This design comes from an exercise in tuning for a short achievable clock period and few clock cycles on the open sky130 flow, not from production work. The RTL was checked by simulation tests, not by an equivalence proof against the original design. Power figures rest on the tool's default switching activity, not on a simulated workload.

## run A
## ooo_top
module ooo_top (
  input  logic        clock,
  input  logic        reset,
  input  logic        dispatch_valid,
  input  logic [2:0]  dispatch_kind,
  input  logic [2:0]  dispatch_dest,
  input  logic [2:0]  dispatch_src_a,
  input  logic [2:0]  dispatch_src_b,
  input  logic        dispatch_use_imm,
  input  logic [31:0] dispatch_imm,
  output logic        dispatch_ready,
  output logic        commit_valid,
  output logic [2:0]  commit_dest,
  output logic [31:0] commit_value
);
  typedef struct packed {
    logic        is_mul;
    logic [3:0]  k;        
    logic [2:0]  dest;
    logic [7:0]  dest_oh;
    logic [2:0]  src_a;
    logic [2:0]  src_b;
    logic        use_imm;
    logic [31:0] imm;
  } op_t;
  typedef struct packed {
    logic pf;
    logic r1;
    logic r2;
    logic r3;
    logic n1;
    logic n2;
    logic n3;
  } sel_t;
  logic        reset_q;
  op_t         in_op;
  op_t         nx_op;
  logic        accept;
  logic        q0_v;
  logic        q1_v;
  op_t         q0;
  op_t         q1;
  logic        rdy;
  logic        deq;
  logic        q0_vn;
  logic        q1_vn;
  logic [31:0] rf [8];
  logic [31:0] rf_nx [8];
  logic [7:0]  loc_s1_r1;
  logic [7:0]  loc_s1_r2;
  logic [7:0]  loc_s1_r3;
  logic [7:0]  loc_s1_na;
  logic [7:0]  loc_s2_r2;
  logic [7:0]  loc_s2_r3;
  logic [7:0]  loc_s2_na;
  logic [7:0]  loc_s3_r3;
  logic [7:0]  nx_s1_r1;
  logic [7:0]  nx_s1_r2;
  logic [7:0]  nx_s1_r3;
  logic [7:0]  nx_s1_na;
  logic [7:0]  nx_s2_r2;
  logic [7:0]  nx_s2_r3;
  logic [7:0]  nx_s2_na;
  logic [7:0]  nx_s3_r3;
  logic [7:0]  w;
  logic        ir_v;
  op_t         ir;
  logic        ok1;
  logic        lv1;
  logic        lv2;
  sel_t        e1a;
  sel_t        e1b;
  sel_t        m1a;
  sel_t        m1b;
  ...
Size: about 8,500 cells after synthesis, about 1,200 flip-flops, about 85 I/O pins.
==> flow/config.mk <==
export PLATFORM = sky130hd
export DESIGN_NAME = ooo_top
export DESIGN_NICKNAME = ooo_top
export VERILOG_FILES = /design/flow/design.v
export SDC_FILE = /design/flow/constraint.sdc
export NUM_CORES = 4
export LEC_CHECK = 0
export CAP_MARGIN = 40
export CELL_PAD_IN_SITES_DETAIL_PLACEMENT = 1
export CELL_PAD_IN_SITES_GLOBAL_PLACEMENT = 2
export CORE_MARGIN = 2
export CORE_UTILIZATION = 30
export GPL_TIMING_DRIVEN = 1
export PLACE_DENSITY = 0.45
export SLEW_MARGIN = 50
==> flow/constraint.sdc <==
create_clock -name core_clock -period 11.0 [get_ports {clock}]
set_input_delay 2.2000 -clock core_clock [delete_from_list [all_inputs] [get_ports {clock}]]
set_output_delay 2.2000 -clock core_clock [all_outputs]
set_load 0.01 [all_outputs]
standard.sh (not shown) runs the stock make flow with config.mk's settings and CLKGATE_MAP_FILE= SYNTH_SCRIPT=/design/flow/synth_recipe.tcl, a recipe that flattens the netlist after the stock synthesis.
==> flow/flow/run.sh <==
#!/bin/bash
set -euo pipefail
bash standard.sh SETUP_SLACK_MARGIN=7.65 finish > standard_flow.log 2>&1
Both conditions hold for run A: the flow ran to the end and the final layout passed the timing, DRC and antenna checks.
Testbench counts of run A, summed over its fixed seeds: cycles 4,948.
Relative to run A, the following input files were edited for run B:
# run A
export LEC_CHECK = 0
export CAP_MARGIN = 40
export CELL_PAD_IN_SITES_DETAIL_PLACEMENT = 1
export CELL_PAD_IN_SITES_GLOBAL_PLACEMENT = 2
export CORE_MARGIN = 2
export CORE_UTILIZATION = 30
export GPL_TIMING_DRIVEN = 1
export PLACE_DENSITY = 0.45
export SLEW_MARGIN = 50
create_clock -name core_clock -period 11.0 [get_ports {clock}]
# run B
export LEC_CHECK = 0
export CAP_MARGIN = 40
export CELL_PAD_IN_SITES_DETAIL_PLACEMENT = 1
export CELL_PAD_IN_SITES_GLOBAL_PLACEMENT = 2
export CORE_MARGIN = 2
export CORE_UTILIZATION = 45
export GPL_TIMING_DRIVEN = 1
export PLACE_DENSITY = 0.62
export SLEW_MARGIN = 50
create_clock -name core_clock -period 11.0 [get_ports {clock}]
==> flow/flow/run.sh <==
#!/bin/bash
set -euo pipefail
bash standard.sh SETUP_SLACK_MARGIN=7.5 finish > standard_flow.log 2>&1
Findings:
Diff run A -> run B: routed wire length shows a reduction of about 13%, routability congestion estimate from global placement saw an increase. In the tables for run B and run A, detailed-route wire length on metal 1 reads lower with run B. Headroom to the max-slew limit: run B vs run A down 1.0 points. In run B, the total power consumption of the routed design came out about 10% below the value in run A. Run B: worst-case hold slack is 0.011 ns lower than what run A reported. The setup slack of run B is smaller than that of run A.
Edits applied to the flow inputs when going from run B to run C:
# run B
export LEC_CHECK = 0
export CAP_MARGIN = 40
export CELL_PAD_IN_SITES_DETAIL_PLACEMENT = 1
export CELL_PAD_IN_SITES_GLOBAL_PLACEMENT = 2
export CORE_MARGIN = 2
export CORE_UTILIZATION = 45
export GPL_TIMING_DRIVEN = 1
export PLACE_DENSITY = 0.62
export SLEW_MARGIN = 50
create_clock -name core_clock -period 11.0 [get_ports {clock}]
# run C
export LEC_CHECK = 0
export CAP_MARGIN = 40
export CELL_PAD_IN_SITES_DETAIL_PLACEMENT = 1
export CELL_PAD_IN_SITES_GLOBAL_PLACEMENT = 2
export CORE_MARGIN = 2
export CORE_UTILIZATION = 40
export GPL_TIMING_DRIVEN = 1
export PLACE_DENSITY = 0.55
export SLEW_MARGIN = 50
create_clock -name core_clock -period 11.0 [get_ports {clock}]
==> flow/flow/run.sh <==
#!/bin/bash
set -euo pipefail
bash standard.sh SETUP_SLACK_MARGIN=7.8 finish > standard_flow.log 2>&1
--- outcome ---
Per the final summary, run C finished and its layout is clean on timing, DRC and antenna. Worst setup slack before clock tree synthesis (lower): run C. Count of buffers not belonging to the clock network in the layout: run C vs run B up 82. Re clock latency at the later pin of the worst-skew pair: run B was lower than run C. Run C contains fewer vias than run B. First-iteration DRC count: run C vs run B down 1,578. Comparing run C and run B, the lower instance count on the critical path was measured on run B. Run C vs run B — wire length after detailed routing rose about 4.6%. Taking run B as the reference, in run C total met3 wirelength after detailed routing fell 5200 µm, number of buffers inserted to repair setup after CTS shows an increase of 77, utilization after layout lost 4.3 points.
Modified inputs, run D compared to run C
# run C
export LEC_CHECK = 0
export CAP_MARGIN = 40
export CELL_PAD_IN_SITES_DETAIL_PLACEMENT = 1
export CELL_PAD_IN_SITES_GLOBAL_PLACEMENT = 2
export CORE_MARGIN = 2
export CORE_UTILIZATION = 40
export GPL_TIMING_DRIVEN = 1
export PLACE_DENSITY = 0.55
export SLEW_MARGIN = 50
create_clock -name core_clock -period 11.0 [get_ports {clock}]
# run D
export LEC_CHECK = 0
export CAP_MARGIN = 40
export CELL_PAD_IN_SITES_DETAIL_PLACEMENT = 1
export CELL_PAD_IN_SITES_GLOBAL_PLACEMENT = 2
export CORE_MARGIN = 2
export CORE_UTILIZATION = 30
export GPL_TIMING_DRIVEN = 1
export PLACE_DENSITY = 0.45
export SLEW_MARGIN = 50
create_clock -name core_clock -period 11.0 [get_ports {clock}]
==> flow/flow/run.sh <==
#!/bin/bash
set -euo pipefail
bash standard.sh SETUP_SLACK_MARGIN=7.5 finish > standard_flow.log 2>&1
Notes after the runs:
Compared with run C, in run D relative contribution of the clock network to total power went up 0.8 points; post-route total power went up about 1.7%; final standard cell area without fillers went down 810 µm².
Going from run C to run D, leakage power summed over all cells shrank slightly.
Summary of run D over run C: final cell utilization of the core dropped 13 points; non-clock buffer count dropped 9.0%; die area climbed about 33%; clock tree buffer count of the final layout climbed about 2.4%.

## re-timing with driven ports
The flow's constraints put no driver on any port. The routed layouts listed below were extracted and timed again, unchanged, in two steps. Step 1 sets driving cells, clkbuf_16 on the clock port and buf_2 on the other inputs (assumed; they add their load-dependent delay and slew). Step 2 times the ports against the registers' clock, not the clock port: input delays grow and output delays shrink by t, the midpoint of the rising clock arrivals with the driver on. Slacks: no drivers / after step 1 / after step 2; pairs: no drivers / after step 1.
run | shift t [ns] | setup slack, ns | worst setup path after step 2 | latest minus earliest clock arrival (ns) | worst data-port slew with drivers (ns)
run A | 0.943 | 7.477 / 7.378 / 7.099 | input to register | 0.074 / 0.074 | 0.06
run B | 0.924 | 7.388 / 7.384 / 7.070 | input to register | 0.051 / 0.050 | 0.08
run C | 0.962 | 7.404 / 7.390 / 7.149 | input to register | 0.053 / 0.053 | 0.07
run D | 0.942 | 7.407 / 7.407 / 7.040 | input to register | 0.039 / 0.038 | 0.12
After both steps setup and hold are still met in every run listed. For run A, which loses most, drivers alone change the setup slack by -0.099 ns; drivers and shift together by -0.378 ns.
